Context: an optimization exercise on an open-source flow, tuned for small area. The choices shown serve that exercise and are no tape-out recipe.
Function was checked by simulation only, so behaviour that the tests miss may differ from the original.
No driver is modelled on the clock port, so clocking that relies on it looks cheaper here than on a real chip.
Power and IR drop assume default switching activity.

== the baseline ==
==> flow/design.v <==
package lc3b_mem_pkg;
  typedef enum logic [1:0] {
    IDLE  = 2'd0,
    READ  = 2'd1,
    WRITE = 2'd2,
    DONE  = 2'd3
  } state_t;
  localparam logic RW_WRITE  = 1'b1;
  localparam logic SIZE_BYTE = 1'b1;
  function automatic logic [15:0] sext_byte(input logic [7:0] b);
    sext_byte = {{8{b[7]}}, b};
  endfunction
endpackage
module lc3b_mem_array #(
  parameter int ROWS = 128,
  parameter int RW   = $clog2(ROWS),
  parameter int NWP  = 12,
  parameter int NRT  = 22
) (
  input  logic          clk,
  input  logic          wcap,
  input  logic [RW-1:0] wrow,
  input  logic [15:0]   wdata,
  input  logic [1:0]    wbe,
  input  logic [RW-1:0] rrow,
  output logic [15:0]   rdata
);
  logic [16*ROWS-1:0] ring;
  logic [RW-1:0] phase;
  logic [RW-1:0] prow;
  logic [15:0]   pdata;
  logic [1:0]    pbe;
  logic [15:0]   rbuf;
  logic [15:0]   rnext;
  logic [RW-1:0] wpos;
  logic [RW-1:0] rpos;
  logic          hit;
  logic [15:0]   tap;
  always_ff @(posedge clk) phase <= phase + RW'(1);
  always_ff @(posedge clk) begin
    if (wcap) begin
      prow  <= wrow;
      pdata <= wdata;
      pbe   <= wbe;
    end
  end
  assign wpos = prow + phase;
  assign rpos = rrow + phase;
  for (genvar i = 0; i < ROWS; i++) begin : g_ring
    localparam int PREV = (i + ROWS - 1) % ROWS;
    localparam int K = (i * NWP + ROWS - 1) / ROWS;
    if (K < NWP && (K * ROWS) / NWP == i) begin : g_wp
      logic sel;
      assign sel = (wpos == RW'(PREV));
      always_ff @(posedge clk) begin
        ring[16*i +: 8]  <= (sel && pbe[0]) ? pdata[7:0]  : ring[16*PREV +: 8];
        ring[16*i+8 +: 8] <= (sel && pbe[1]) ? pdata[15:8] : ring[16*PREV+8 +: 8];
      end
    end else begin : g_sh
      always_ff @(posedge clk) ring[16*i +: 16] <= ring[16*PREV +: 16];
    end
  end
  logic [7:0]  rhi;
  logic [15:0] rlo;
  logic [NRT-1:0] rsel;
  always_comb begin
    rhi = '0;
    rlo = '0;
    rhi[rpos[RW-1:4]] = 1'b1;
    rlo[rpos[3:0]]    = 1'b1;
  end
  for (genvar k = 0; k < NRT; k++) begin : g_rsel
    localparam int P = (k * ROWS) / NRT;
    assign rsel[k] = rhi[P / 16] & rlo[P % 16];
  end
  assign hit = |rsel;
  localparam int NIN = NRT + 1;
  localparam int NG  = (NIN + 2) / 3;
  logic [NIN-1:0]       isel;
  logic [16*NIN-1:0]    idat;
  logic [16*NG-1:0]     gterm_n;
  assign isel = {!hit, rsel};
  for (genvar k = 0; k < NRT; k++) begin : g_idat
    assign idat[16*k +: 16] = ring[16*((k * ROWS) / NRT) +: 16];
  end
  assign idat[16*NRT +: 16] = rbuf;
  for (genvar g = 0; g < NG; g++) begin : g_grp
    always_comb begin
      logic [15:0] acc;
      acc = '0;
      for (int j = 3 * g; j < 3 * g + 3 && j < NIN; j++)
        acc = acc | ({16{isel[j]}} & idat[16*j +: 16]);
      gterm_n[16*g +: 16] = ~acc;
    end
  end
  always_comb begin
    logic [15:0] all1;
    all1 = '1;
    for (int g = 0; g < NG; g++) all1 = all1 & gterm_n[16*g +: 16];
    rnext = ~all1;
  end
  always_ff @(posedge clk) rbuf <= rnext;
  always_comb begin
    rdata = rnext;
    if (prow == rrow) begin
      if (pbe[0]) rdata[7:0]  = pdata[7:0];
      if (pbe[1]) rdata[15:8] = pdata[15:8];
    end
  end
endmodule
module lc3b_mem_unit #(
  parameter int ADDR_W = 16,
  parameter int DATA_W = 16,
  parameter int DEPTH  = 256,
  parameter int RD_LAT = 5,
  parameter int WR_LAT = 10
) (
  input  logic              clk_50,
  input  logic              rst,
  input  logic [DATA_W-1:0] bus,
  input  logic              ld_mar,
  input  logic              ld_mdr,
  input  logic              gate_mdr,
  input  logic              mio_en,
  input  logic              rw,
  input  logic              datasize,
  output logic [DATA_W-1:0] mdr_out,
  output logic              r,
  output logic              addr_err
);
  localparam int AW      = $clog2(DEPTH);
  localparam int MAX_LAT = (RD_LAT > WR_LAT) ? RD_LAT : WR_LAT;
  localparam int CNT_W   = $clog2(MAX_LAT + 1);
  lc3b_mem_pkg::state_t state;
  logic [AW-1:0]     mar;
  logic [AW-1:0]     mar_d;
  logic [DATA_W-1:0] mdr;
  logic [CNT_W-1:0]  cnt;
  logic              size_q;
  logic [15:0]       rdata;
  logic [15:0]       wdata;
  logic [1:0]        wbe;
  logic              unaligned;
  logic              finishing;
  logic              wcap;
  assign mar_d     = ((state == lc3b_mem_pkg::IDLE) && ld_mar) ? bus[AW-1:0] : mar;
  assign unaligned = (size_q != lc3b_mem_pkg::SIZE_BYTE) && mar[0];
  assign finishing = ((state == lc3b_mem_pkg::READ) || (state == lc3b_mem_pkg::WRITE)) && (cnt == '0);
  assign wcap      = finishing && (state == lc3b_mem_pkg::WRITE) && !unaligned;
  assign wdata = {(size_q == lc3b_mem_pkg::SIZE_BYTE) ? mdr[7:0] : mdr[15:8], mdr[7:0]};
  assign wbe   = (size_q == lc3b_mem_pkg::SIZE_BYTE) ? {mar[0], !mar[0]} : 2'b11;
  lc3b_mem_array #(
    .ROWS (DEPTH / 2)
  ) u_array (
    .clk   (clk_50),
    .wcap  (wcap),
    .wrow  (mar[AW-1:1]),
    .wdata (wdata),
    .wbe   (wbe),
    .rrow  (mar_d[AW-1:1]),
    .rdata (rdata)
  );
  always_ff @(posedge clk_50) begin
    if (state == lc3b_mem_pkg::IDLE) begin
      size_q <= datasize;
      cnt    <= (rw == lc3b_mem_pkg::RW_WRITE) ? CNT_W'(WR_LAT - 1) : CNT_W'(RD_LAT - 1);
    end else if (cnt != '0) begin
      cnt    <= cnt - CNT_W'(1);
    end
  end
  always_ff @(posedge clk_50 or posedge rst) begin
    if (rst) begin
      state  <= lc3b_mem_pkg::IDLE;
      mar    <= '0;
      mdr    <= '0;
    end else begin
      case (state)
        lc3b_mem_pkg::IDLE: begin
          mar <= mar_d;
          if (ld_mdr) mdr <= bus;
          if (mio_en) begin
            if (rw == lc3b_mem_pkg::RW_WRITE) begin
              state <= lc3b_mem_pkg::WRITE;
            end else begin
              state <= lc3b_mem_pkg::READ;
            end
          end
        end
        lc3b_mem_pkg::READ, lc3b_mem_pkg::WRITE: begin
          if (cnt == '0) begin
            state <= lc3b_mem_pkg::DONE;
            if ((state == lc3b_mem_pkg::READ) && !unaligned) begin
              if (size_q == lc3b_mem_pkg::SIZE_BYTE)
                mdr <= lc3b_mem_pkg::sext_byte(mar[0] ? rdata[15:8] : rdata[7:0]);
              else
                mdr <= rdata;
            end
          end
        end
        lc3b_mem_pkg::DONE: begin
          if (!mio_en) begin
            state <= lc3b_mem_pkg::IDLE;
          end
        end
        default: state <= lc3b_mem_pkg::IDLE;
      endcase
    end
  end
  assign r        = (state == lc3b_mem_pkg::DONE);
  assign addr_err = r && unaligned;
  assign mdr_out  = gate_mdr ? mdr : '0;
endmodule
Settings: LEC_CHECK=0, ABC_AREA=1, CAP_MARGIN=20, CORE_MARGIN=2, CORE_UTILIZATION=55, PLACE_DENSITY=0.65, SLEW_MARGIN=20; clock period 10.0 ns.
standard.sh (not shown) runs the stock make flow with config.mk's settings and CLKGATE_MAP_FILE= SYNTH_SCRIPT=/design/flow/synth_recipe.tcl, a recipe that flattens the netlist after the stock synthesis.
==> flow/flow/run.sh <==
#!/bin/bash
# The standard ORFS layout (standard.sh) with these changes:
#  - synthesis: synth_recipe.tcl unchanged, but ABC maps for area only
#    (flow/synth.tcl, flow/abc_area.script);
#  - CTS: small clock buffers, no dummy balancing loads, and leaf buffers
#    whose flip-flop clock slew would be high are upsized (flow/post_cts.tcl);
#  - port buffers are minimum size.
# make's output goes to flow_make.log here; ORFS keeps each step's own log
# under orfs/logs/.
set -euo pipefail
export FLOW_WORK=$PWD
export CLK_SLEW_FIX=0.115
bash standard.sh \
  "SYNTH_SCRIPT=$PWD/flow/synth.tcl" \
  "POST_CTS_TCL=$PWD/flow/post_cts.tcl" \
  "CTS_ARGS=-sink_clustering_enable -repair_clock_nets -dont_use_dummy_load -buf_list sky130_fd_sc_hd__clkbuf_16 -sink_clustering_size 30 -sink_clustering_max_diameter 60" \
  "BUFFER_PORTS_ARGS=-buffer_cell sky130_fd_sc_hd__buf_1" \
  finish > flow_make.log 2>&1
==> flow/flow/abc_area.script <==
strash
dch -f
amap -F 4 -A 16 -C 1000
topo
==> flow/flow/post_cts.tcl <==
# Upsize the clock buffers whose flip-flop clock pins would see a slow edge
# (placement parasitics; routed slews come out a little higher).
estimate_parasitics -placement
set limit $::env(CLK_SLEW_FIX)
set fixed 0
set bigger [dict create \
  sky130_fd_sc_hd__clkbuf_2 sky130_fd_sc_hd__clkbuf_4 \
  sky130_fd_sc_hd__clkbuf_4 sky130_fd_sc_hd__clkbuf_8 \
  sky130_fd_sc_hd__clkbuf_8 sky130_fd_sc_hd__clkbuf_16]
foreach inst [get_cells *] {
  set ref [get_property $inst ref_name]
  if {![dict exists $bigger $ref]} { continue }
  set out [get_pins -of_objects $inst -filter "direction == output"]
  set worst 0
  foreach p [get_pins -of_objects [get_nets -of_objects $out] -filter "direction == input"] {
    set s [get_property $p slew_max]
    if {$s > $worst} { set worst $s }
  }
  if {$worst > $limit} {
    replace_cell $inst [dict get $bigger $ref]
    incr fixed
  }
}
puts "post_cts: upsized $fixed clock buffers over $limit ns"
detailed_placement
check_placement
==> flow/flow/synth.tcl <==
# The standard synthesis (synth_recipe.tcl, sourced unchanged) with one
# change: ABC maps the logic with an area-only script (flow/abc_area.script)
# instead of ORFS's delay-driven one. Registers are mapped before ABC runs,
# so they come out the same as in the standard synthesis.
proc abc {args} {
  set i [lsearch -exact $args -script]
  if {$i >= 0} { lset args [expr {$i + 1}] $::env(FLOW_WORK)/flow/abc_area.script }
  yosys abc {*}$args
}
source $::env(FLOW_WORK)/synth_recipe.tcl
## Diff of input files: the candidate against the baseline
Settings: PLACE_DENSITY now 0.75, was 0.65; CORE_UTILIZATION now 65, was 55.
--- a/flow/flow/run.sh
+++ b/flow/flow/run.sh
@@ -15,3 +15,3 @@
   "POST_CTS_TCL=$PWD/flow/post_cts.tcl" \
-  "CTS_ARGS=-sink_clustering_enable -repair_clock_nets -dont_use_dummy_load -buf_list sky130_fd_sc_hd__clkbuf_16 -sink_clustering_size 30 -sink_clustering_max_diameter 60" \
+  "CTS_ARGS=-sink_clustering_enable -repair_clock_nets -dont_use_dummy_load -buf_list sky130_fd_sc_hd__clkbuf_4 -sink_clustering_size 11 -sink_clustering_max_diameter 35" \
   "BUFFER_PORTS_ARGS=-buffer_cell sky130_fd_sc_hd__buf_1" \
==> notes.md <==
- Utilization after layout in the candidate vs the baseline: up 9.3 points
- Comparing the baseline against the candidate, there is no change at all in first-pass detailed-route iteration total.
- As far as area of the mapped netlist goes, the baseline and the candidate are indistinguishable; the numbers are identical.
- Max total power draw across the candidate and the baseline: the baseline
- Cmp the candidate vs the baseline: average wire per standard cell higher in the candidate
- In terms of routed wire length, the candidate and the baseline differ only marginally.
- Comparing the baseline with the candidate, the CTS clock-pin slew for the worst setup and hold paths came out essentially unchanged.
- The baseline was routed with fewer vias than the candidate.
- From the baseline to the candidate the numbers moved as follows: number of well-tap cells placed decreased about 16%, via count of the first global-routing pass moved up, critical path arrival now smaller.

## afterwards: timing with drivers on the ports
The results above use ideal ports. As a check the final layouts listed here were re-extracted and re-timed, cells and wires unchanged. Step 1, drivers: a clkbuf_16 drives clk_50 and a buf_2 each remaining input, both assumed. Step 2 times the ports against the registers' clock, not the clock port: input delays grow and output delays shrink by t, the midpoint of the rising clock arrivals with the driver on. Slacks: no drivers / after step 1 / after step 2; pairs: no drivers / after step 1.
run	t, ns	setup WS [ns]	worst setup path after step 2	worst register clock-pin slew, ns	worst data-port slew with drivers (ns)
the baseline	0.714	1.625 / 1.666 / 0.952	input to register	0.11 / 0.11	0.04
the candidate	0.859	2.087 / 2.128 / 1.270	input to register	0.12 / 0.12	0.05
After both steps setup and hold are still met in every run listed. For the candidate, which loses most, drivers alone change the setup slack by +0.041 ns; drivers and shift together by -0.817 ns.
